This design comes from an exercise in tuning for small area on the open sky130 flow, not from production work.
The RTL was checked by simulation tests, not by an equivalence proof against the original design.
Power is estimated from default activity; no workload was simulated. The flow treats the clock pin as an ideal source, which a real chip does not have.

## sram_1r1w_be_clr
module sram_1r1w_be_clr
#(
  parameter int                DATA_W  = 64,
  parameter int                DEPTH   = 64,
  parameter int                ADDR_W  = $clog2(DEPTH),
  parameter int                RD_LAT  = 1,
  parameter logic [DATA_W-1:0] CLR_VAL = '0
) (
  input  logic                       clk,
  input  logic                       rst_n,
  input  logic                       clr_req,
  output logic                       clr_busy,
  input  logic                       wr_en,
  input  logic [ADDR_W-1:0]          wr_addr,
  input  logic [DATA_W/8-1:0]        wr_be,
  input  logic [DATA_W-1:0]          wr_data,
  input  logic                       rd_en,
  input  logic [ADDR_W-1:0]          rd_addr,
  output logic                       rd_valid,
  output logic [DATA_W-1:0]          rd_data
);
  localparam int NB = DATA_W / 8;
  logic              busy;
  logic [ADDR_W-1:0] clr_ptr;
  logic              ph;
  always_ff @(posedge clk or negedge rst_n) begin
    if (!rst_n) begin
      busy    <= 1'b1;
      clr_ptr <= '0;
      ph      <= 1'b0;
    end else begin
      ph <= ~ph;
      if (busy) begin
        clr_ptr <= clr_ptr + ADDR_W'(1);
        if (clr_ptr == ADDR_W'(DEPTH - 1)) busy <= 1'b0;
      end else if (clr_req) begin
        busy <= 1'b1;
      end
    end
  end
  assign clr_busy = busy;
  logic [ADDR_W-1:0] wa;
  logic              we;
  logic [NB-1:0]     wbe_n;
  logic [DATA_W-1:0] wcol;
  logic [7:0]        whi, wlo;
  assign wa    = busy ? clr_ptr : wr_addr;
  assign we    = busy | wr_en;
  assign wbe_n = ~(wr_be | {NB{busy}});
  for (genvar i = 0; i < 8; i++) begin : g_wdec
    assign whi[i] = we & (wa[5:3] == 3'(i));
    assign wlo[i] = (wa[2:0] == 3'(i));
  end
  for (genvar c = 0; c < DATA_W; c++) begin : g_wcol
  ...
Settings: LEC_CHECK=0, ABC_CLOCK_PERIOD_IN_PS=5000, CAP_MARGIN=20, CORE_MARGIN=2, CORE_UTILIZATION=68, PLACE_DENSITY=0.78, SLEW_MARGIN=20, SYNTH_HIERARCHICAL=1; clock period 5.0 ns.
standard.sh (not shown) runs the stock make flow with config.mk's settings and CLKGATE_MAP_FILE= SYNTH_SCRIPT=/design/flow/synth_recipe.tcl, a recipe that flattens the netlist after the stock synthesis.
==> flow/flow/run.sh <==
#!/bin/bash
# Layout flow: the standard ORFS flow (standard.sh, unchanged synthesis),
# with these changes to how the layout is built:
#  - clock tree synthesis with larger sink clusters and no dummy loads;
#  - port buffers of the smallest buffer cell.
# Each run's full output goes to a log file in the work folder; ORFS also keeps
# its per-step logs under orfs/logs/.
set -euo pipefail
export CTS_ARGS="-sink_clustering_enable -repair_clock_nets -dont_use_dummy_load -sink_clustering_size 28 -sink_clustering_max_diameter 100"
export BUFFER_PORTS_ARGS="-buffer_cell sky130_fd_sc_hd__buf_2"
bash standard.sh synth > flow_synth.log 2>&1
bash standard.sh > flow_layout.log 2>&1
Rerun with:
--- a/flow/config.mk
+++ b/flow/config.mk
@@ -11,2 +11 @@
-export CORE_UTILIZATION = 68
-export PLACE_DENSITY = 0.78
+export CORE_UTILIZATION = 55
Total power stays flat.
Die area increases by 23%.
Utilization decreases by 14 points.
Worst setup slack gets worse by 0.23 ns.

---

The RTL this note starts from:
==> flow/design.v <==
package sram_pkg;
  localparam int BYTE_W = 8;
endpackage
module sram_1r1w_be_clr
#(
  parameter int                DATA_W  = 64,
  parameter int                DEPTH   = 64,
  parameter int                ADDR_W  = $clog2(DEPTH),
  parameter int                RD_LAT  = 1,
  parameter logic [DATA_W-1:0] CLR_VAL = '0
) (
  input  logic                       clk,
  input  logic                       rst_n,
  input  logic                       clr_req,
  output logic                       clr_busy,
  input  logic                       wr_en,
  input  logic [ADDR_W-1:0]          wr_addr,
  input  logic [DATA_W/8-1:0]        wr_be,
  input  logic [DATA_W-1:0]          wr_data,
  input  logic                       rd_en,
  input  logic [ADDR_W-1:0]          rd_addr,
  output logic                       rd_valid,
  output logic [DATA_W-1:0]          rd_data
);
  localparam int NB = DATA_W / 8;
  logic              busy;
  logic [ADDR_W-1:0] clr_ptr;
  logic              ph;
  always_ff @(posedge clk or negedge rst_n) begin
    if (!rst_n) begin
      busy    <= 1'b1;
      clr_ptr <= '0;
      ph      <= 1'b0;
    end else begin
      ph <= ~ph;
      if (busy) begin
        clr_ptr <= clr_ptr + ADDR_W'(1);
        if (clr_ptr == ADDR_W'(DEPTH - 1)) busy <= 1'b0;
      end else if (clr_req) begin
        busy <= 1'b1;
      end
    end
  end
  assign clr_busy = busy;
  logic [ADDR_W-1:0] wa;
  logic              we;
  logic [NB-1:0]     wbe_n;
  logic [DATA_W-1:0] wcol;
  logic [7:0]        whi, wlo;
  assign wa    = busy ? clr_ptr : wr_addr;
  assign we    = busy | wr_en;
  assign wbe_n = ~(wr_be | {NB{busy}});
  for (genvar i = 0; i < 8; i++) begin : g_wdec
    assign whi[i] = we & (wa[5:3] == 3'(i));
    assign wlo[i] = (wa[2:0] == 3'(i));
  end
  for (genvar c = 0; c < DATA_W; c++) begin : g_wcol
    assign wcol[c] = busy ? (CLR_VAL[c] ^ ph) : (wr_be[c/8] ? (wr_data[c] ^ ph) : 1'b1);
  end
  logic [DATA_W-1:0] mem [DEPTH];
  for (genvar r = 0; r < DEPTH; r++) begin : g_row
    logic              keep;
    logic [DATA_W-1:0] q, d;
    sram_nand2 u_keep (.a(whi[r/8]), .b(wlo[r%8]), .y(keep));
    for (genvar b = 0; b < NB; b++) begin : g_byte
      logic ld;
      sram_nor2 u_ld (.a(keep), .b(wbe_n[b]), .y(ld));
      for (genvar i = 0; i < 8; i++) begin : g_bit
        sram_oai22 u_cell (.a1(q[8*b+i]), .a2(ld), .b1(wcol[8*b+i]), .b2(keep), .y(d[8*b+i]));
      end
    end
    always_ff @(posedge clk) q <= d;
    assign mem[r] = d;
  end
  logic              rv_q;
  logic [DATA_W-1:0] rd_q;
  always_ff @(posedge clk or negedge rst_n) begin
    if (!rst_n) rv_q <= 1'b0;
    else        rv_q <= rd_en & ~busy;
  end
  logic [7:0]       rhi, rlo;
  logic [DEPTH-1:0] sel_n;
  for (genvar i = 0; i < 8; i++) begin : g_rdec
    assign rhi[i] = (rd_addr[5:3] == 3'(i));
    assign rlo[i] = (rd_addr[2:0] == 3'(i));
  end
  for (genvar r = 0; r < DEPTH; r++) begin : g_sel
    sram_nand2 u_sel (.a(rhi[r/8]), .b(rlo[r%8]), .y(sel_n[r]));
  end
  logic [DATA_W-1:0] rd_word;
  for (genvar c = 0; c < DATA_W; c++) begin : g_rcol
    logic [DEPTH/2-1:0] h;    
    for (genvar k = 0; k < DEPTH/2; k++) begin : g_l1
      sram_oai22 u_oai (.a1(mem[2*k][c]), .a2(sel_n[2*k]), .b1(mem[2*k+1][c]), .b2(sel_n[2*k+1]), .y(h[k]));
    end
    sram_rd_col u_col (.h(h), .ph(ph), .y(rd_word[c]));
  end
  always_ff @(posedge clk) rd_q <= rd_word;
  assign rd_valid = rv_q;
  assign rd_data  = rd_q;
endmodule
module sram_nand2 (
  input  logic a, b,
  output logic y
);
  assign y = ~(a & b);
endmodule
module sram_nor2 (
  input  logic a, b,
  output logic y
);
  assign y = ~(a | b);
endmodule
module sram_oai22 (
  input  logic a1, a2, b1, b2,
  output logic y
);
  assign y = ~((a1 | a2) & (b1 | b2));
endmodule
module sram_rd_col #(
  parameter int N = 32
) (
  input  logic [N-1:0] h,
  input  logic         ph,
  output logic         y
);
  assign y = (|h) ^ ph;
endmodule
Settings: LEC_CHECK=0, ABC_CLOCK_PERIOD_IN_PS=5000, CAP_MARGIN=5, CORE_MARGIN=2, CORE_UTILIZATION=65, PLACE_DENSITY=0.75, SLEW_MARGIN=5, SYNTH_HIERARCHICAL=1; clock period 5.0 ns.
Scripts as last shown in full above: flow/flow/run.sh
The baseline ran to the end with violations: negative setup slack.
Change:
--- a/flow/flow/run.sh
+++ b/flow/flow/run.sh
@@ -8,3 +8,3 @@
 set -euo pipefail
-export CTS_ARGS="-sink_clustering_enable -repair_clock_nets -dont_use_dummy_load -sink_clustering_size 28 -sink_clustering_max_diameter 100"
+export CTS_ARGS="-sink_clustering_enable -repair_clock_nets -dont_use_dummy_load -sink_clustering_size 24 -sink_clustering_max_diameter 80 -buf_list {sky130_fd_sc_hd__clkbuf_8 sky130_fd_sc_hd__clkbuf_16}"
 export BUFFER_PORTS_ARGS="-buffer_cell sky130_fd_sc_hd__buf_2"
What happened: The new run finished with negative setup slack left. Synthesized cell count is unchanged. Wire length came out higher by 0.31%. Worst setup slack improves by 0.053 ns.

## re-timing with driven ports
The flow's constraints put no driver on any port. The routed layouts listed below were extracted and timed again, unchanged, in two steps. Step 1, drivers: a clkbuf_16 drives clk and a buf_2 each remaining input, both assumed. Step 2 times the ports against the registers' clock, not the clock port: input delays grow and output delays shrink by t, the midpoint of the rising clock arrivals with the driver on. a / b / c = ideal ports / drivers / drivers and shift; a / b = the first two.
run | t, ns | slack for setup (ns) | worst hold slack (ns) | worst data-port slew with drivers (ns)
the first run of note 1 | 0.988 | 0.909 / 0.909 / 0.134 | 0.366 / 0.292 / 0.449 | 0.13
the second run of note 1 | 0.964 | 0.683 / 0.653 / -0.311 | 0.338 / 0.245 / 0.448 | 0.23
the first run of note 2 | 0.949 | -0.159 / -0.159 / -0.442 | 0.359 / 0.290 / 0.444 | 0.32
the second run of note 2 | 0.961 | -0.106 / -0.106 / -0.573 | 0.344 / 0.272 / 0.443 | 0.36
With both steps, setup timing fails in the second run of note 1, where it was met with ideal ports. For the second run of note 1, which loses most, drivers alone change the setup slack by -0.030 ns; drivers and shift together by -0.994 ns.
